From an optimization exercise on the open Yosys and OpenROAD flow, aimed at a short achievable clock period and few clock cycles; shortcuts taken in it are not production practice. Function was checked by simulation only, so behaviour that the tests miss may differ from the original. Power is estimated from default activity; no workload was simulated.

## flow/config.mk

```make
export PLATFORM = sky130hd
export DESIGN_NAME = mips_pipeline
export DESIGN_NICKNAME = mips_pipeline
export VERILOG_FILES = /design/flow/design.v
export SDC_FILE = /design/flow/constraint.sdc
export NUM_CORES = 4
export LEC_CHECK = 0
export CAP_MARGIN = 20
export CORE_MARGIN = 2
export CORE_UTILIZATION = 40
export SETUP_SLACK_MARGIN = 4
export SLEW_MARGIN = 20
```

## flow/constraint.sdc

```tcl
create_clock -name core_clock -period 6.5 [get_ports {clk}]
set_input_delay 1.3000 -clock core_clock [delete_from_list [all_inputs] [get_ports {clk}]]
set_output_delay 1.3000 -clock core_clock [all_outputs]
set_load 0.01 [all_outputs]
```

## flow/design.v

```verilog
`default_nettype none
`timescale 1ns/100ps
package mips_pkg;
  localparam int xlen       = 32;   
  localparam int reg_addr_w = 5;    
  localparam logic [5:0] op_rtype = 6'h00;
  localparam logic [5:0] op_beq   = 6'h04;
  localparam logic [5:0] op_bne   = 6'h05;
  localparam logic [5:0] op_addi  = 6'h08;
  localparam logic [5:0] op_addiu = 6'h09;
  localparam logic [5:0] op_ori   = 6'h0d;
  localparam logic [5:0] op_lui   = 6'h0f;
  localparam logic [5:0] op_lw    = 6'h23;
  localparam logic [5:0] op_sw    = 6'h2b;
  localparam logic [5:0] f_add  = 6'h20;
  localparam logic [5:0] f_addu = 6'h21;
  localparam logic [5:0] f_sub  = 6'h22;
  localparam logic [5:0] f_subu = 6'h23;
  localparam logic [5:0] f_and  = 6'h24;
  localparam logic [5:0] f_or   = 6'h25;
  localparam logic [5:0] f_slt  = 6'h2a;
  typedef struct packed {
    logic regwrite;    
    logic uses_rs;     
    logic uses_rt;     
    logic alusrc;      
    logic load;
    logic store;
    logic branch;
    logic branch_ne;
    logic op_add;      
    logic op_sub;      
    logic op_and;
    logic op_or;
    logic op_slt;
  } ctrl_t;
endpackage
`default_nettype wire
`timescale 1ns/100ps
`default_nettype none
import mips_pkg::*;
module ks_adder #(
  parameter int n      = 32,
  parameter int levels = 5     
) (
  input  logic [n-1:0] a,
  input  logic [n-1:0] b,
  input  logic         cin,
  output logic [n-1:0] s,
  output logic [n-1:0] c,       
  output logic         cout
);
  logic [n-1:0] p0, g0;
  logic [n-1:0] gl [0:levels];
  logic [n-1:0] pl [0:levels];
  assign p0 = a ^ b;
  assign g0 = a & b;
  always_comb
  begin
    gl[0] = g0;
    pl[0] = p0;
    gl[0][0] = g0[0] | (p0[0] & cin);
    for (int l = 0; l < levels; l++)
    begin
      for (int i = 0; i < n; i++)
      begin
        if (i >= (1 << l))
        begin
          gl[l+1][i] = gl[l][i] | (pl[l][i] & gl[l][i-(1<<l)]);
          pl[l+1][i] = pl[l][i] & pl[l][i-(1<<l)];
        end
        else
        begin
          gl[l+1][i] = gl[l][i];
          pl[l+1][i] = pl[l][i];
        end
      end
    end
  end
  assign c    = {gl[levels][n-2:0], cin};
  assign s    = p0 ^ c;
  assign cout = gl[levels][n-1];
endmodule
module alu (
  input  logic [mips_pkg::xlen-1:0] a,         
  input  logic [mips_pkg::xlen-1:0] b,
  input  logic                      op_add,
  input  logic                      op_sub,    
  input  logic                      op_and,
  input  logic                      op_or,
  input  logic                      op_slt,
  output logic [mips_pkg::xlen-1:0] result
);
  logic [xlen-1:0] p, c, diff_or_sum;
  logic            less;
  ks_adder #(.n(xlen)) u_add (
    .a    (a),
    .b    (b),
    .cin  (1'b0),
    .s    (),
    .c    (c),
    .cout ()
  );
  assign p           = a ^ b;
  assign diff_or_sum = (p ^ {xlen{op_sub}}) ^ c;
  assign less = (~a[xlen-1] == b[xlen-1]) ? diff_or_sum[xlen-1] : ~a[xlen-1];
  assign result = ({xlen{op_add}} & diff_or_sum)
                | ({xlen{op_and}} & (a & b))
                | ({xlen{op_or}}  & (a | b))
                | {{(xlen-1){1'b0}}, op_slt & less};
endmodule
`default_nettype wire
`timescale 1ns/100ps
`default_nettype none
import mips_pkg::*;
module register_file (
  input  logic                            clk,
  input  logic                            reset,
  input  logic                            we,
  input  logic [mips_pkg::reg_addr_w-1:0] ra1,
  input  logic [mips_pkg::reg_addr_w-1:0] ra2,
  input  logic [mips_pkg::reg_addr_w-1:0] wa,
  input  logic [mips_pkg::xlen-1:0]       wd,
  output logic [mips_pkg::xlen-1:0]       rd1,
  output logic [mips_pkg::xlen-1:0]       rd2
);
  logic [31:1][xlen-1:0] regs;   
  logic [31:0][xlen-1:0] view;
  always_ff @(posedge clk)
  begin
    for (int i = 1; i < 32; i++)
    begin
      if (reset)
        regs[i] <= '0;
      else if (we && (wa == 5'(i)))
        regs[i] <= wd;
    end
  end
  assign view = {regs, {xlen{1'b0}}};
  assign rd1 = (we && (wa == ra1) && (ra1 != '0)) ? wd : view[ra1];
  assign rd2 = (we && (wa == ra2) && (ra2 != '0)) ? wd : view[ra2];
endmodule
`default_nettype wire
`timescale 1ns/100ps
`default_nettype none
import mips_pkg::*;
module hazard_unit (
  input  logic                            ex_regwrite,
  input  logic                            ex_load,
  input  logic [mips_pkg::reg_addr_w-1:0] ex_dst,
  input  logic [mips_pkg::reg_addr_w-1:0] id_rs,
  input  logic [mips_pkg::reg_addr_w-1:0] id_rt,
  input  logic                            id_uses_rs,
  input  logic                            id_uses_rt,
  input  logic                            id_alusrc,
  output logic                            fwd_a,
  output logic                            fwd_b,
  output logic                            fwd_sd,
  output logic                            stall
);
  logic hit_rs, hit_rt;
  assign hit_rs = ex_regwrite && (ex_dst == id_rs);
  assign hit_rt = ex_regwrite && (ex_dst == id_rt);
  assign fwd_a  = hit_rs;
  assign fwd_b  = hit_rt && !id_alusrc;
  assign fwd_sd = hit_rt;
  assign stall  = ex_load && ((hit_rs && id_uses_rs) || (hit_rt && id_uses_rt));
endmodule
`default_nettype wire
`timescale 1ns/100ps
`default_nettype none
import mips_pkg::*;
module control_decoder (
  input  logic [31:0]       instr,
  output mips_pkg::ctrl_t   ctrl,
  output logic [4:0]        dst,
  output logic [31:0]       imm
);
  logic [5:0] opcode, funct;
  logic [4:0] dst_raw;
  logic       wr;
  assign opcode = instr[31:26];
  assign funct  = instr[5:0];
  always_comb
  begin
    ctrl    = '0;   
    wr      = 1'b0;
    dst_raw = instr[20:16];
    case (opcode)
      op_rtype:
      begin
        dst_raw = instr[15:11];
        case (funct)
          f_add, f_addu: begin wr = 1'b1; ctrl.op_add = 1'b1; end
          f_sub, f_subu: begin wr = 1'b1; ctrl.op_add = 1'b1; ctrl.op_sub = 1'b1; end
          f_and:         begin wr = 1'b1; ctrl.op_and = 1'b1; end
          f_or:          begin wr = 1'b1; ctrl.op_or  = 1'b1; end
          f_slt:         begin wr = 1'b1; ctrl.op_sub = 1'b1; ctrl.op_slt = 1'b1; end
          default:       ;
        endcase
        ctrl.uses_rs = wr;
        ctrl.uses_rt = wr;
      end
      op_lw:
      begin
        wr           = 1'b1;
        ctrl.uses_rs = 1'b1;
        ctrl.alusrc  = 1'b1;
        ctrl.load    = 1'b1;
        ctrl.op_add  = 1'b1;
      end
      op_sw:
      begin
        ctrl.uses_rs = 1'b1;
        ctrl.alusrc  = 1'b1;
        ctrl.store   = 1'b1;
        ctrl.op_add  = 1'b1;
      end
      op_beq, op_bne:
      begin
        ctrl.uses_rs   = 1'b1;
        ctrl.uses_rt   = 1'b1;
        ctrl.branch    = (instr[15:0] != 16'h0);   
        ctrl.branch_ne = opcode[0];
      end
      op_addi, op_addiu, op_lui:
      begin
        wr           = 1'b1;
        ctrl.uses_rs = 1'b1;
        ctrl.alusrc  = 1'b1;
        ctrl.op_add  = 1'b1;
      end
      op_ori:
      begin
        wr           = 1'b1;
        ctrl.uses_rs = 1'b1;
        ctrl.alusrc  = 1'b1;
        ctrl.op_or   = 1'b1;
      end
      default: ;
    endcase
    ctrl.regwrite = wr && (dst_raw != 5'd0);
  end
  assign dst = dst_raw;
  always_comb
  begin
    if (opcode == op_lui)
      imm = {instr[15:0], 16'h0};
    else if (opcode == op_ori)
      imm = {16'h0, instr[15:0]};
    else
      imm = {{16{instr[15]}}, instr[15:0]};
  end
endmodule
`default_nettype wire
`timescale 1ns/100ps
`default_nettype none
import mips_pkg::*;
module mips_pipeline #(
  parameter logic [mips_pkg::xlen-1:0] reset_pc = '0
) (
  input  logic                      clk,
  input  logic                      reset,
  output logic [mips_pkg::xlen-1:0] pc,
  input  logic [mips_pkg::xlen-1:0] instr,
  output logic                      memwrite,
  output logic [mips_pkg::xlen-1:0] memaddr,
  output logic [mips_pkg::xlen-1:0] memwritedata,
  input  logic [mips_pkg::xlen-1:0] memreaddata
);
  localparam int bw = 5;    
  logic            d_valid;
  logic [31:0]     d_instr;
  logic [31:0]     d_pc4;
  logic            d_pred;
  mips_pkg::ctrl_t e_ctrl;
  logic [31:0]     e_a, e_b, e_sd;   
  logic            e_fsdl;
  logic [4:0]      e_dst;
  logic [31:0]     e_alt;    
  logic            e_pred;
  logic            e_nep;    
  logic            m_regwrite, m_load, m_store;
  logic [31:0]     m_result, m_sd;
  logic [4:0]      m_dst;
  logic [31:0]     pc_plus4;
  logic            f_pred;
  logic            redirect, stall;
  logic [31:0]     redirect_pc;
  assign pc_plus4 = {pc[31:2] + 30'd1, pc[1:0]};
  logic [31:0] pc_next;
  logic [31:bw+2] pc_hi_p1, pc_hi_m1;
  assign pc_hi_p1 = pc_plus4[31:bw+2] + 1'b1;
  assign pc_hi_m1 = pc_plus4[31:bw+2] - 1'b1;
  fetch_unit #(.bw(bw)) u_fetch (
    .pc          (pc),
    .hi_p1       (pc_hi_p1),
    .hi_m1       (pc_hi_m1),
    .pc_plus4    (pc_plus4),
    .instr       (instr),
    .redirect    (redirect),
    .redirect_pc (redirect_pc),
    .stall       (stall),
    .pred        (f_pred),
    .pc_next     (pc_next)
  );
  logic [31:2] pc_q;
  assign pc = {pc_q, reset_pc[1:0]};   
  always_ff @(posedge clk)
  begin
    if (reset)
      pc_q <= reset_pc[31:2];
    else
      pc_q <= pc_next[31:2];
  end
  always_ff @(posedge clk)
  begin
    if (!stall)
    begin
      d_valid <= 1'b1;
      d_instr <= instr;
      d_pc4   <= pc_plus4;
      d_pred  <= f_pred;
    end
    if (reset || redirect)
      d_valid <= 1'b0;
  end
  mips_pkg::ctrl_t dec_ctrl, id_ctrl;
  logic [4:0]      id_dst, id_rs, id_rt;
  logic [31:0]     id_imm, id_rs_val, id_rt_val, id_target, m_value;
  logic            id_fa, id_fb, id_fsd, hz_stall;
  assign id_rs = d_instr[25:21];
  assign id_rt = d_instr[20:16];
  control_decoder u_dec (
    .instr (d_instr),
    .ctrl  (dec_ctrl),
    .dst   (id_dst),
    .imm   (id_imm)
  );
  assign id_ctrl = d_valid ? dec_ctrl : '0;
  assign m_value = m_load ? memreaddata : m_result;
  register_file u_rf (
    .clk   (clk),
    .reset (reset),
    .we    (m_regwrite),
    .ra1   (id_rs),
    .ra2   (id_rt),
    .wa    (m_dst),
    .wd    (m_value),
    .rd1   (id_rs_val),
    .rd2   (id_rt_val)
  );
  hazard_unit u_hz (
    .ex_regwrite (e_ctrl.regwrite),
    .ex_load     (e_ctrl.load),
    .ex_dst      (e_dst),
    .id_rs       (id_rs),
    .id_rt       (id_rt),
    .id_uses_rs  (id_ctrl.uses_rs),
    .id_uses_rt  (id_ctrl.uses_rt),
    .id_alusrc   (id_ctrl.alusrc),
    .fwd_a       (id_fa),
    .fwd_b       (id_fb),
    .fwd_sd      (id_fsd),
    .stall       (hz_stall)
  );
  logic stall_q, f_uses_rs, f_uses_rt, id_writes_load;
  always_comb
  begin
    f_uses_rs = 1'b0;
    f_uses_rt = 1'b0;
    case (instr[31:26])
      op_rtype:
      begin
        case (instr[5:0])
          f_add, f_addu, f_sub, f_subu, f_and, f_or, f_slt:
          begin
            f_uses_rs = 1'b1;
            f_uses_rt = 1'b1;
          end
          default: ;
        endcase
      end
      op_beq, op_bne:
      begin
        f_uses_rs = 1'b1;
        f_uses_rt = 1'b1;
      end
      op_lw, op_sw, op_addi, op_addiu, op_ori, op_lui: f_uses_rs = 1'b1;
      default: ;
    endcase
  end
  assign id_writes_load = id_ctrl.load && id_ctrl.regwrite;
  always_ff @(posedge clk)
  begin
    if (reset || redirect || stall_q)
      stall_q <= 1'b0;
    else
      stall_q <= id_writes_load &&
                 ((f_uses_rs && (instr[25:21] == id_dst)) ||
                  (f_uses_rt && (instr[20:16] == id_dst)));
  end
  assign stall = stall_q;
  ks_adder #(.n(30), .levels(5)) u_tgt (
    .a    (d_pc4[31:2]),
    .b    ({{14{d_instr[15]}}, d_instr[15:0]}),
    .cin  (1'b0),
    .s    (id_target[31:2]),
    .c    (),
    .cout ()
  );
  assign id_target[1:0] = d_pc4[1:0];
  logic [31:0] id_a_pre, ex_result;
  logic        id_fap, id_fan;
  assign id_a_pre = id_rs_val ^ {32{id_ctrl.op_sub}};
  assign id_fap   = id_fa & ~id_ctrl.op_sub;
  assign id_fan   = id_fa & id_ctrl.op_sub;
  always_ff @(posedge clk)
  begin
    e_a    <= ({32{id_fap}} & ex_result) | ({32{id_fan}} & ~ex_result) |
              ({32{~id_fa}} & id_a_pre);
    e_b    <= id_fb ? ex_result : (id_ctrl.alusrc ? id_imm : id_rt_val);
    e_sd   <= id_fsd ? ex_result : id_rt_val;
    e_fsdl <= id_fsd & e_ctrl.load;   
    e_dst  <= id_dst;
    e_alt  <= d_pred ? d_pc4 : id_target;
    e_pred <= d_pred;
    e_nep  <= id_ctrl.branch_ne ^ d_pred;
    e_ctrl <= id_ctrl;
    if (reset || redirect || stall)
      e_ctrl <= '0;   
  end
  logic [31:0] ex_sd;
  logic        ex_eq;
  assign ex_sd = e_fsdl ? memreaddata : e_sd;
  alu u_alu (
    .a      (e_a),
    .b      (e_b),
    .op_add (e_ctrl.op_add),
    .op_sub (e_ctrl.op_sub),
    .op_and (e_ctrl.op_and),
    .op_or  (e_ctrl.op_or),
    .op_slt (e_ctrl.op_slt),
    .result (ex_result)
  );
  assign ex_eq    = (e_a == e_b);   
  assign redirect = e_ctrl.branch && (ex_eq ^ e_nep);
  assign redirect_pc = e_alt;
  always_ff @(posedge clk)
  begin
    m_result   <= ex_result;
    m_sd       <= ex_sd;
    m_dst      <= e_dst;
    m_regwrite <= e_ctrl.regwrite;
    m_load     <= e_ctrl.load;
    m_store    <= e_ctrl.store;
    if (reset)
    begin
      m_regwrite <= 1'b0;
      m_load     <= 1'b0;
      m_store    <= 1'b0;
    end
  end
  assign memwrite     = m_store;
  assign memaddr      = m_result;
  assign memwritedata = m_sd;
endmodule
`default_nettype wire
`timescale 1ns/100ps
`default_nettype none
module fetch_unit #(
  parameter int bw = 10
) (
  input  logic [31:0] pc,
  input  logic [31:bw+2] hi_p1,    
  input  logic [31:bw+2] hi_m1,    
  input  logic [31:0] pc_plus4,
  input  logic [31:0] instr,
  input  logic        redirect,
  input  logic [31:0] redirect_pc,
  input  logic        stall,
  output logic        pred,
  output logic [31:0] pc_next
);
  logic           taken_guess, fits;
  logic [bw:0]    lo;
  logic [31:0]    target;
  logic           up, dn, same_hi;
  logic           sel_redir, sel_hold, sel_tgt, sel_seq;
  assign taken_guess = (instr[31:27] == 5'b00010) &&
                       (instr[26] ^ (instr[25:21] == instr[20:16]));
  assign fits = (instr[15:bw-1] == '0) || (instr[15:bw-1] == '1);
  assign pred = taken_guess && fits;
  ks_adder #(.n(bw), .levels(3)) u_lo (
    .a    (pc_plus4[bw+1:2]),
    .b    (instr[bw-1:0]),
    .cin  (1'b0),
    .s    (lo[bw-1:0]),
    .c    (),
    .cout (lo[bw])
  );
  assign up      = lo[bw] & ~instr[15];
  assign dn      = ~lo[bw] & instr[15];
  assign same_hi = ~(up | dn);
  assign target  = {({(30-bw){up}} & hi_p1) | ({(30-bw){dn}} & hi_m1) |
                    ({(30-bw){same_hi}} & pc_plus4[31:bw+2]),
                    lo[bw-1:0], pc[1:0]};
  assign sel_redir = redirect;
  assign sel_hold  = ~redirect & stall;
  assign sel_tgt   = ~redirect & ~stall & pred;
  assign sel_seq   = ~redirect & ~stall & ~pred;
  assign pc_next   = ({32{sel_redir}} & redirect_pc) | ({32{sel_hold}} & pc) |
                     ({32{sel_tgt}} & target) | ({32{sel_seq}} & pc_plus4);
endmodule
`default_nettype wire
```

## flow/run.sh

```bash
#!/bin/bash
# synth_recipe.tcl (not shown) runs the flow's synth.tcl, then flattens the netlist and writes it again
# the make line also repeats each setting of config.mk as NAME=value (left out here)
make -C /OpenROAD-flow-scripts/flow DESIGN_CONFIG=/design/flow/config.mk WORK_HOME=/design/flow/orfs CLKGATE_MAP_FILE= SYNTH_SCRIPT=/design/flow/synth_recipe.tcl finish
```

==> run summary, run 1 <==
status finished clean; Remaining Overflow, GRT 0; Synth Area in Simple Gates 11.4%; Vias/cell 6.36; critical path type reg2reg; most numerous cell in the Yosys netlist dfxtp_1; count of cell types in the netlist 94; Starting DRT DRC Count 7389; synthesized instance count 6673; final hold violation count 0; Max IR drop VDD 0.000215 V; Pwr Total 18.2 mW; reg2reg end pc_q[27]; total iterations of the first detailed-routing run 6; nets@finish 7189; Final TNS setup 0 ps; layout cell share with drive strength beyond 1 between 30% and 40%; drt total wl 265 mm; Max FO, Critical Path 5; Startpoint Class flip-flop; Worst slew margin 24.5%; ys async rst share 0%; CP startpoint pc_q[6]; post-synthesis sequential area ratio 39.4%; Boundary Pins between 150 and 200; main combinational cell family by area after synthesis multiplexers; Critical Path AT slightly below 4000 ps; I/O Buffers 160; register bit total from synthesis 1301; CP Capture Type flip-flop; TritonCTS Buffers 140; clock tree buffer depth 3; Final Max Tran Viols 0; Clock Sinks 1301; share of the synthesized area in the top cell type 36.6%; GRT Total Usage 29.2%; HP Class reg2reg; area of the die 173000 µm²; vias in the first global route 56.8k; sequential cell area 26900 µm²; Worst Max-Slew Pin Slew approximately 1100 ps; Synth Area in XOR/XNOR 2.44%; reg-to-reg critical path startpoint pc_q[6]; Setup violations, final 0; synth-to-layout area growth 30.1%; H-tree levels 4; core area 169000 µm²; synth cell count leaders dfxtp_1, nor2_1, a211oi_1, clkbuf_1, mux4_2; Compound-Gate Fraction of Synth Area 17.9%; Rows 151; largest net degree at the start of global routing 230; Die Ht between 400 and 500 µm; Worst Setup EP pc_q[27]; first-pass GRT wire length 382 mm; initial core utilization 40.1%; worst skew pair latency 800 ps; max cap viols 0; mux cell area share after synthesis 22.0%; reg2reg setup slack 3220 ps; FF-to-FF path depth 16; minimum clock period 3280 ps; post-route ant nets 0; Mapped Area ~68000 µm²; yosys warns 12; power per cell area between 200 and 250 nW/µm²; clock tree from TritonCTS built; area of the multi-input gates between 40000 and 50000 µm²; Die Wd between 400 and 500 µm; Post-synth EDFFs 63; leakage power between 30 and 40 nW; fmax just over 300 MHz; mean post-synth cell area 10.2 µm²; Area contributors post-synth dfxtp_1, mux4_2, a211oi_1, nor2_1, clkbuf_1; Fillers 14.5k; Final GP Congestion 0.956; adder-cell area share of the yosys netlist 1.98%; DR vias 59.4k; clk_skew 26.3 ps; dpl hpwl 141 mm; cts hold-fix bufs 0; antenna violations before repair 6; RSZ-0062 raised after global routing true; fin crit share around half; drc violations 0; top_reg_cell synth dfxtp_1; root buf cell clkbuf_16; drt wl/cell approximately 28 µm; area leader, netlist dfxtp_1; Critical Path RT a little over 7000 ps; CTS clk-pin slew, worst paths 60 ps
## worst max-delay path, cell delays in order (launching register included)
cell	delay, ps
dfxtp_4	410
and3_4	260
nand3_2	90
xnor2_1	140
buf_4	160
inv_4	60
ha_4	160
nand2b_1	80
a21oi_1	150
o211ai_1	200
buf_4	230
nor4_4	190
nand4_4	260
nor4_4	220
xnor2_1	130
a221oi_2	240
o22ai_1	130
## cell families after synthesis
family | count (synthesis)
other cells | 1
simple gates | 1780
buf+inv | 842
xor+xnor | 186
mux | 771
fa+ha+maj | 106
flops | 1301
compound gates | 1686
## layout make-up
| class | instances | share of cell area [%] |
|---|---|---|
| clock inverters | 55 | 0.810 |
| well taps | 2218 | 3.15 |
| clock buffers | 198 | 4.55 |
| flip-flops and latches | 1301 | 30.5 |
| diodes | 3 | 0.00852 |
| multi-input cells | 4542 | 48.0 |
| inverters | 132 | 0.606 |
| repair buffers | 900 | 12.3 |
## metrics by stage
stage                     instance area, µm²  std cells  hold slack, ps  setup slack [ps]  util [%]
after floorplan                        68800       6674             373              3280         -
after global placement                 71600       8486             394              1920      42.4
after detailed placement               71800       8491             383              1920      42.5
after CTS                              85100       9197             387              3310      50.4
after global routing                   88200       9347             406              3120      52.2
final                                  88200       9349             387              3220      52.2
## where the power goes
group | internal [mW] | switching, mW | leakage (nW)
logic | 0.750 | 0.915 | 17.3
registers | 8.09 | 0.0689 | 10.8
clock network | 4.82 | 3.53 | 2.31
## routing by layer
layer / share of wire [%] / GRT usage [%] / vias to the layer above
met4: 6.0 / 14.9 / 4
li1: - / - / 25900
met2: 45 / 46.0 / 3334
met5: 0.010 / 0 / -
met3: 10 / 6.14 / 848
met1: 39 / 38.0 / 29300
## cells in the final DEF (no fill, tap or decap), types with 43 or more instances in the layout
cell type / count
mux2_2: 99
inv_1: 109
nor2_1: 1092
a21oi_1: 70
buf_12: 76
o21ai_0: 56
buf_4: 386
edfxtp_1: 63
a22o_1: 53
buf_6: 218
mux2_4: 43
mux4_2: 562
dfxtp_4: 45
a211oi_1: 1001
o21ai_1: 47
clkbuf_16: 153
nand3_1: 49
dfxtp_1: 1138
buf_16: 79
o21ai_2: 54
nand2_1: 232
xnor2_1: 93
ha_1: 53
xor2_1: 68
dfxtp_2: 55
## what timing repair did
item	in CTS	in global routing
gates resized for setup	1449	373
pin swaps	205	186
setup buffers	381	137
gates cloned	72	9
setup endpoints to repair	1030	853
## how the worst min path moves through the flow
stage,start,endpoint,cells past startpoint
final,e_dst[0],m_dst[0],0
after global routing,e_dst[0],m_dst[0],0
after CTS,e_dst[0],m_dst[0],0
after detailed placement,e_dst[0],m_dst[0],0
after global placement,e_dst[2],m_dst[2],0
after floorplan,e_dst[0],m_dst[0],0
## registers in the layout (all words and copies together), names as in the netlist, 9 cells and up
name / cells
d_instr: 32
e_sd: 32
m_result: 32
u_rf.regs: 992
m_sd: 32
e_a: 32
d_pc4: 30
e_b: 32
pc_q: 30
e_ctrl: 9
e_alt: 30
Testbench counts, summed over its fixed seeds: cycles 51,992.
==> run 2: changes to the inputs <==
--- a/flow/design.v
+++ b/flow/design.v
@@ -119,6 +119,8 @@
   input  logic                            we,
   input  logic [mips_pkg::reg_addr_w-1:0] ra1,
   input  logic [mips_pkg::reg_addr_w-1:0] ra2,
+  input  logic [31:0]                     rsel1,   
+  input  logic [31:0]                     rsel2,   
   input  logic [mips_pkg::reg_addr_w-1:0] wa,
   input  logic [mips_pkg::xlen-1:0]       wd,
   output logic [mips_pkg::xlen-1:0]       rd1,
@@ -137,8 +139,19 @@
     end
   end
   assign view = {regs, {xlen{1'b0}}};
-  assign rd1 = (we && (wa == ra1) && (ra1 != '0)) ? wd : view[ra1];
-  assign rd2 = (we && (wa == ra2) && (ra2 != '0)) ? wd : view[ra2];
+  logic [xlen-1:0] sel_val1, sel_val2;
+  always_comb
+  begin
+    sel_val1 = '0;
+    sel_val2 = '0;
+    for (int i = 1; i < 32; i++)
+    begin
+      sel_val1 = sel_val1 | ({xlen{rsel1[i]}} & view[i]);
+      sel_val2 = sel_val2 | ({xlen{rsel2[i]}} & view[i]);
+    end
+  end
+  assign rd1 = (we && (wa == ra1) && (ra1 != '0)) ? wd : sel_val1;
+  assign rd2 = (we && (wa == ra2) && (ra2 != '0)) ? wd : sel_val2;
 endmodule
 `default_nettype wire
 `timescale 1ns/100ps
@@ -272,6 +285,7 @@
   logic            d_valid;
   logic [31:0]     d_instr;
   logic [31:0]     d_pc4;
+  logic [31:0]     d_rs_sel, d_rt_sel;   
   logic            d_pred;
   mips_pkg::ctrl_t e_ctrl;
   logic [31:0]     e_a, e_b, e_sd;   
@@ -320,6 +334,8 @@
       d_valid <= 1'b1;
       d_instr <= instr;
       d_pc4   <= pc_plus4;
+      d_rs_sel <= 32'd1 << instr[25:21];
+      d_rt_sel <= 32'd1 << instr[20:16];
       d_pred  <= f_pred;
     end
     if (reset || redirect)
@@ -345,6 +361,8 @@
     .we    (m_regwrite),
     .ra1   (id_rs),
     .ra2   (id_rt),
+    .rsel1 (d_rs_sel),
+    .rsel2 (d_rt_sel),
     .wa    (m_dst),
     .wd    (m_value),
     .rd1   (id_rs_val),
==> run 2 against run 1 <==
  * Register-to-register slack improved by 100 ps
  * Sequential share of layout area rose by 3.8 points
  * Via count rose by 16%
  * First-iteration DRC count rose by 99%
  * Clock skew rose by 9.2 ps
  * Hold slack improved by 9.0 ps
  * Combinational power fell by 41%
  * Global-route usage rose by 11 points
  * Critical endpoint is now pc_q[29]
  * Largest power group unchanged
==> run summary, run 2 <==
Critical Path RT 7210 ps; Post-synth EDFFs 125; H-tree levels 4; post-route ant nets 0; area leader, netlist dfxtp_1; Sequential Power Share 46.9%; Internal 13.8 mW; Startpoint Class flip-flop; max cap viols 0; Final GP Congestion 0.958; total iterations of the first detailed-routing run 13; largest net degree at the start of global routing 211; initial core utilization a little over 40%; antenna violations before repair 20; most common cell after layout, fill and taps aside nor2_1; layout cell share with drive strength beyond 1 25.4%; yosys warns 12; final hold violation count 0; power share of the combinational group 5.4%; Die Wd between 400 and 500 µm; most frequent cells in the layout nor2_1, dfxtp_1, a211oi_1; Clock Power Share a little under half; status finished clean; register bit total from synthesis between 1k and 1.5k; Die Ht about 400 µm; Area contributors post-synth dfxtp_1, a211oi_1, nor2_1, edfxtp_1, a22oi_1; drt total wl 356 mm; count of cell types in the netlist 88; fin crit share 48.9%; GR Util met3 17.8%; reg2reg setup slack 3320 ps; Sw Share 24.3%; Setup violations, final 0; Max FO, Critical Path 4; P_sw 4.43 mW; Largest register FFs between 900 and 1k; cts hold-fix bufs 0; dpl hpwl 183 mm; fmax between 300 and 400 MHz; minimum clock period 3180 ps; Clock Sinks between 1k and 1.5k; Starting DRT DRC Count between 10k and 15k; nets@finish 7647; synthesized instance count 7064; RSZ-0062 raised after global routing true; Worst slew margin 18.4%; clk_skew around 36 ps; CTS clk-pin slew, worst paths 60 ps; core area 158000 µm²; most numerous cell in the Yosys netlist dfxtp_1; drt wl/cell 36.9 µm; Mapped Area 63700 µm²; Vias/cell 7.16; worst skew pair latency 820 ps; I/O Buffers 160; GRT Total Usage 40.7%; busiest grt layer met2; Final TNS setup 0 ps; clock tree buffer depth 3; clock tree from TritonCTS built; Final Max Tran Viols 0; power per cell area 217 nW/µm²; fin worst setup slack 3320 ps; Place WS 1930 ps; met2 track demand over resource 55.8%; Critical Path AT ~4000 ps; ys async rst share 0%; DR vias 69.2k; area of the die 162000 µm²; Top reg by flops u_rf.regs; first-pass GRT wire length roughly 470 mm; Remaining Overflow, GRT 0; leakage power 29.2 nW; post-synthesis sequential area ratio around 45%; critical path type reg2reg; vias in the first global route 61.6k; top_reg_cell synth dfxtp_1; mean post-synth cell area approximately 9 µm²; share of the synthesized area in the top cell type 38.9%; synth cell count leaders dfxtp_1, nor2_1, a211oi_1, clkbuf_1, a22oi_1; TritonCTS Buffers roughly 150; synth-to-layout area growth 31.8%; met1 Use GR 50.1%; root buf cell clkbuf_16; Rows 146; Max IR drop VDD 0.000199 V; CP Capture Type flip-flop; drc violations 0; Worst Max-Slew Pin Slew 1220 ps; Boundary Pins approximately 160; HP Class reg2reg
run 2: cell type report:
cell class	instances	area (µm²)
multi-input cells	4873	36800
clock inverters	43	542
diodes	15	37.5
well taps	2072	2590
inverters	131	514
fillers	13600	74200
clock buffers	216	4310
flip-flops and latches	1363	28800
repair buffers	958	10400
run 2: kinds of logic after synthesis:
kind of cell             after synthesis  synth area share (%)
adder cells (fa/ha/maj)              105                  2.09
other                                  1               0.00589
multiplexers                         118                  1.96
flip-flops                          1363                  44.8
AO/OA/AOI/OAI                       2467                  29.5
buffers and inverters                845                  5.05
AND/OR/NAND/NOR                     1950                  13.6
XOR/XNOR                             215                  3.02
run 2: worst paths after layout:
kind,start,endpoint,depth (start not counted)
worst max-delay path,pc_q[2],pc_q[29],14
worst min-delay path,e_dst[1],m_dst[1],0
worst max register to register,pc_q[2],pc_q[29],14
worst min register to register,e_dst[1],m_dst[1],0
run 2: routing by layer:
layer / wire length, µm / share of wire (%) / vias up
met3: 57800 / 16 / 2050
met2: 139000 / 39 / 6555
met5: 458 / 0.13 / -
li1: - / - / 27700
met4: 35100 / 9.8 / 26
met1: 124000 / 35 / 32900
run 2: metrics by stage:
step           cells  power [mW]  hold slack, ps  utilization (%)  area, µm²
6_report        9671        18.2             396             53.1      83900
5_1_grt         9659        18.5             402             53.0      83900
4_1_cts         9424        18.0             392             50.2      79400
3_5_place_dp    8799        9.42             388             43.1      68100
3_3_place_gp    8791        9.42             389             43.0      68000
2_1_floorplan   7065        9.10             373                -      64200
run 2: power groups by stage:
stage | clock network (mW) | logic (mW) | registers (mW)
floorplan | 0 | 0.368 | 8.73
global placement | 0 | 0.649 | 8.77
detailed placement | 0 | 0.655 | 8.77
CTS | 8.66 | 0.795 | 8.55
global route | 8.99 | 0.980 | 8.55
finish | 8.71 | 0.984 | 8.55
run 2: critical path: stages, from the launching register on:
cell and delay [ps]:
dfxtp_4 380, ha_4 170, and4_1 260, nand2_1 120, xnor2_2 210, inv_1 110, ha_1 230, inv_1 120
nor4b_4 360, nor3b_4 340, buf_4 170, a21oi_1 60, o31a_1 310, o311a_1 110, a211oi_2 140
run 2: timing repair:
item                       4_1_cts  5_1_grt
resized for setup             1327      545
pin swaps                      243      247
gates cloned                    25       15
setup endpoints to repair     1100      942
buffers inserted               341      216
Testbench counts of run 2, summed over its fixed seeds: cycles 51,992.
==> run 3: changes to the inputs <==
--- a/flow/design.v
+++ b/flow/design.v
@@ -303,13 +303,18 @@
   logic [31:0]     redirect_pc;
   assign pc_plus4 = {pc[31:2] + 30'd1, pc[1:0]};
   logic [31:0] pc_next;
-  logic [31:bw+2] pc_hi_p1, pc_hi_m1;
-  assign pc_hi_p1 = pc_plus4[31:bw+2] + 1'b1;
-  assign pc_hi_m1 = pc_plus4[31:bw+2] - 1'b1;
+  logic [31:bw+2] pc_hi_m1, pc_hi_p1, pc_hi_p2;
+  logic           pc4_carry;
+  assign pc_hi_m1  = pc[31:bw+2] - 1'b1;
+  assign pc_hi_p1  = pc[31:bw+2] + 1'b1;
+  assign pc_hi_p2  = pc[31:bw+2] + 2'd2;
+  assign pc4_carry = &pc[bw+1:2];
   fetch_unit #(.bw(bw)) u_fetch (
     .pc          (pc),
-    .hi_p1       (pc_hi_p1),
     .hi_m1       (pc_hi_m1),
+    .hi_p1       (pc_hi_p1),
+    .hi_p2       (pc_hi_p2),
+    .pc4_carry   (pc4_carry),
     .pc_plus4    (pc_plus4),
     .instr       (instr),
     .redirect    (redirect),
@@ -490,8 +495,10 @@
   parameter int bw = 10
 ) (
   input  logic [31:0] pc,
-  input  logic [31:bw+2] hi_p1,    
   input  logic [31:bw+2] hi_m1,    
+  input  logic [31:bw+2] hi_p1,    
+  input  logic [31:bw+2] hi_p2,    
+  input  logic           pc4_carry,   
   input  logic [31:0] pc_plus4,
   input  logic [31:0] instr,
   input  logic        redirect,
@@ -503,7 +510,6 @@
   logic           taken_guess, fits;
   logic [bw:0]    lo;
   logic [31:0]    target;
-  logic           up, dn, same_hi;
   logic           sel_redir, sel_hold, sel_tgt, sel_seq;
   assign taken_guess = (instr[31:27] == 5'b00010) &&
                        (instr[26] ^ (instr[25:21] == instr[20:16]));
@@ -517,12 +523,28 @@
     .c    (),
     .cout (lo[bw])
   );
-  assign up      = lo[bw] & ~instr[15];
-  assign dn      = ~lo[bw] & instr[15];
-  assign same_hi = ~(up | dn);
-  assign target  = {({(30-bw){up}} & hi_p1) | ({(30-bw){dn}} & hi_m1) |
-                    ({(30-bw){same_hi}} & pc_plus4[31:bw+2]),
-                    lo[bw-1:0], pc[1:0]};
+  logic [1:0] hi_inc;   
+  logic       h_m1, h_0, h_p1, h_p2;
+  always_comb
+  begin
+    case ({pc4_carry, lo[bw], instr[15]})
+      3'b001:  hi_inc = 2'd0;
+      3'b000,
+      3'b011,
+      3'b101:  hi_inc = 2'd1;
+      3'b010,
+      3'b100,
+      3'b111:  hi_inc = 2'd2;
+      default: hi_inc = 2'd3;   
+    endcase
+  end
+  assign h_m1   = (hi_inc == 2'd0);
+  assign h_0    = (hi_inc == 2'd1);
+  assign h_p1   = (hi_inc == 2'd2);
+  assign h_p2   = (hi_inc == 2'd3);
+  assign target = {({(30-bw){h_m1}} & hi_m1) | ({(30-bw){h_0}} & pc[31:bw+2]) |
+                   ({(30-bw){h_p1}} & hi_p1) | ({(30-bw){h_p2}} & hi_p2),
+                   lo[bw-1:0], pc[1:0]};
   assign sel_redir = redirect;
   assign sel_hold  = ~redirect & stall;
   assign sel_tgt   = ~redirect & ~stall & pred;
==> run 3 against run 2 <==
  * Highest routed layer unchanged
  * Wire length increased by 0.90%
  * Core utilization decreased by 0.57 points
  * Power increased by 1.6%
  * Clock power increased by 2%
  * Maximum frequency increased by 2.3%
  * Global-route usage increased by 0.44 points
  * First-iteration DRC count increased by 6.1%
  * Sequential cell count unchanged
  * Die area increased by 0.93%
  * Still clean
  * Sequential share of layout area about the same
  * Combinational power increased by 9.8%
  * Hold slack got worse by 10 ps
==> run summary, run 3 <==
Rows 147; Placed Area 68600 µm²; Final TNS setup 0 ps; synth-to-layout area growth 30.7%; Vias/cell 7.26; core area 160000 µm²; vias in the first global route 63.6k; H-tree levels 4; final hold violation count 0; nets@finish 7695; synthesized instance count 7176; reg-to-reg critical path startpoint e_b[11]; dpl hpwl about 190 mm; max cap viols 0; Max IR drop VDD 0.000297 V; most frequent cells in the layout nor2_1, dfxtp_1, a211oi_1; clock tree buffer depth 3; synth cell count leaders dfxtp_1, nor2_1, a211oi_1, clkbuf_1, a22oi_1; Fillers 14.1k; drt wl/cell 36.9 µm; count of cell types in the netlist 82; Worst slew margin a little over a quarter; Setup violations, final 0; fmax around 320 MHz; DR vias 70.8k; area leader, netlist dfxtp_1; I/O Buffers 160; minimum clock period 3110 ps; Critical Path RT 7230 ps; Final Instance Count excl. Fillers 9754; Die Ht 405 µm; worst skew pair latency 830 ps; yosys warns 13; leakage power 29.1 nW; Remaining Overflow, GRT 0; HP Class reg2reg; Max FO, Critical Path 7; drc violations 0; antenna violations before repair 30; power per cell area 221 nW/µm²; CTS clk-pin slew, worst paths 60 ps; largest net degree at the start of global routing roughly 230; Final Max Tran Viols 0; finished layout cell area about 84000 µm²; cts hold-fix bufs 0; critical path type reg2reg; # placed instances 8909; GRT Total Usage 41.1%; reg2reg setup slack 3390 ps; Die Wd 405 µm; Final GP Congestion 0.954; post-route ant nets 0; clock tree from TritonCTS built; cell depth of the worst hold path 0; register bit total from synthesis approximately 1.4k; Post-synth EDFFs about 130; layout cell share with drive strength beyond 1 24.5%; Area contributors post-synth dfxtp_1, a211oi_1, nor2_1, edfxtp_1, a22oi_1; root buf cell clkbuf_16; Critical Path AT 3830 ps; Hold Slack 386 ps; Startpoint Class flip-flop; ys async rst share 0%; initial core utilization 40.2%; CP Capture Type flip-flop; clk_skew a little under 40 ps; Clock Sinks 1363; Boundary Pins 163; fin crit share 47.8%; post-synthesis sequential area ratio 44.4%; Starting DRT DRC Count 15.6k; drt total wl 360 mm; mean post-synth cell area roughly 9 µm²; Mapped Area between 60000 and 70000 µm²; first-pass GRT wire length 484 mm; share of the synthesized area in the top cell type 38.6%; total iterations of the first detailed-routing run 15; Largest register FFs approximately 1000; hold endpoint m_dst[0]; Hold Path Origin e_dst[0]; FF-to-FF path depth 11; Top reg by flops u_rf.regs; top_reg_cell synth dfxtp_1; most numerous cell in the Yosys netlist dfxtp_1; status finished clean; area of the die roughly 160000 µm²; RSZ-0062 raised after global routing true; most common cell after layout, fill and taps aside nor2_1; TritonCTS Buffers 147; Worst Max-Slew Pin Slew roughly 1100 ps; reg2reg end pc_q[12]
[run 3: cell types whose count changed after synthesis, moves of 18 or more]
cell	delta
clkbuf_1	+18
mux2i_1	+48
nor3_1	+65
xnor2_1	-49
nor4_1	-20
a21oi_1	-22
a211oi_1	-22
[run 3: per-stage QoR]
stage	setup slack, ps	power [mW]	utilization, %
2_1_floorplan	3060	9.13	-
3_3_place_gp	1510	9.47	42.8
3_5_place_dp	1490	9.47	42.9
4_1_cts	3450	18.3	50.4
5_1_grt	3360	18.8	52.5
6_report	3390	18.5	52.5
[run 3: layout make-up]
cell class                 count  area (µm²)  area share [%]
multi-input combinational   4978       37300            44.4
clock buffer                 209        4230            5.03
clock inverter                53         721           0.858
sequential                  1363       28800            34.3
tap                         2086        2610            3.11
antenna                       33        82.6          0.0983
inverter                     129         517           0.615
timing repair buffer         903        9760            11.6
[run 3: report_power, final]
group	total [mW]	switching, mW	internal, mW
registers	8.57	0.0663	8.50
clock network	8.89	3.78	5.10
logic	1.08	0.713	0.372
total	18.5	4.56	14.0
[run 3: worst max-delay path by stage]
| stage | to | start | slack (ps) | cells after the start |
|---|---|---|---|---|
| finish | pc_q[12] | e_b[11] | 3390 | 11 |
| global route | pc_q[12] | instr[3] | 3360 | 13 |
| CTS | pc_q[30] | pc_q[2] | 3450 | 10 |
| detailed placement | pc_q[12] | instr[18] | 1490 | 8 |
| global placement | pc_q[12] | instr[18] | 1510 | 8 |
| floorplan | pc_q[30] | instr[1] | 3060 | 9 |
[run 3: logic make-up (layout without fill, tap and decap cells)]
logic type	after synthesis	count (layout)	synth area share [%]
AOI/OAI and AO/OA	2515	2517	29.9
and+or+nand+nor	1997	2010	13.6
DFF	1363	1363	44.4
buffers and inverters	857	1294	5.04
xor gates and xnor gates	175	175	2.38
muxes	159	165	2.56
adders and majority gates	109	109	2.14
other	1	35	0.00583
[run 3: what timing repair did]
item	CTS	global route
hold endpoints to repair	0	0
gates resized for setup	1458	408
setup endpoints to repair	1109	971
pin swaps	258	192
buffers inserted	357	147
gates cloned	34	7
[run 3: per-layer routing]
layer / up-vias / share of wire [%] / wire [µm] / GRT usage [%]
met5: - / 0.041 / 147 / 0.446
li1: 28100 / - / - / -
met2: 6980 / 38 / 135000 / 54.4
met1: 33600 / 35 / 127000 / 51.3
met3: 2170 / 17 / 62100 / 19.6
met4: 22 / 9.8 / 35200 / 30.2
[run 3: worst max-delay path, cell delays in order (launching register included)]
cell,delay (ps)
dfxtp_2,350
inv_2,50
ha_4,240
nor4_4,350
nand4_1,360
nor2_4,350
xor2_4,130
nand2_4,150
buf_12,140
nand3_4,170
or4_4,510
a31oi_4,190
Testbench counts of run 3, summed over its fixed seeds: cycles 51,992.

==> port drivers added, routing unchanged <==
No port has a modelled driver above. Below, the same layouts with a new extraction and two added sets of constraints. Step 1: set_driving_cell puts a clkbuf_16 on clk and a buf_2 on each other input, an assumption about the parent block. Step 2 also shifts input and output timing later by t, the mid clock arrival at the registers, as if the neighbouring blocks saw the same clock. Slacks: ideal ports / drivers / drivers and shift; pairs: ideal ports / drivers.
| run | t, ns | setup slack, ns | slew at the worst register clock pin (ns) | cell pins on the clock port's net |
|---|---|---|---|---|
| run 1 | 0.868 | 3.220 / 3.220 / 2.643 | 0.07 / 0.07 | 1 |
| run 2 | 0.882 | 3.321 / 3.321 / 2.504 | 0.07 / 0.07 | 1 |
| run 3 | 0.897 | 3.393 / 3.393 / 2.575 | 0.07 / 0.07 | 1 |
After both steps every run listed still meets setup and hold. The setup slack of run 3, which loses most, moves by 0.000 ns with the drivers and by -0.818 ns with both steps.
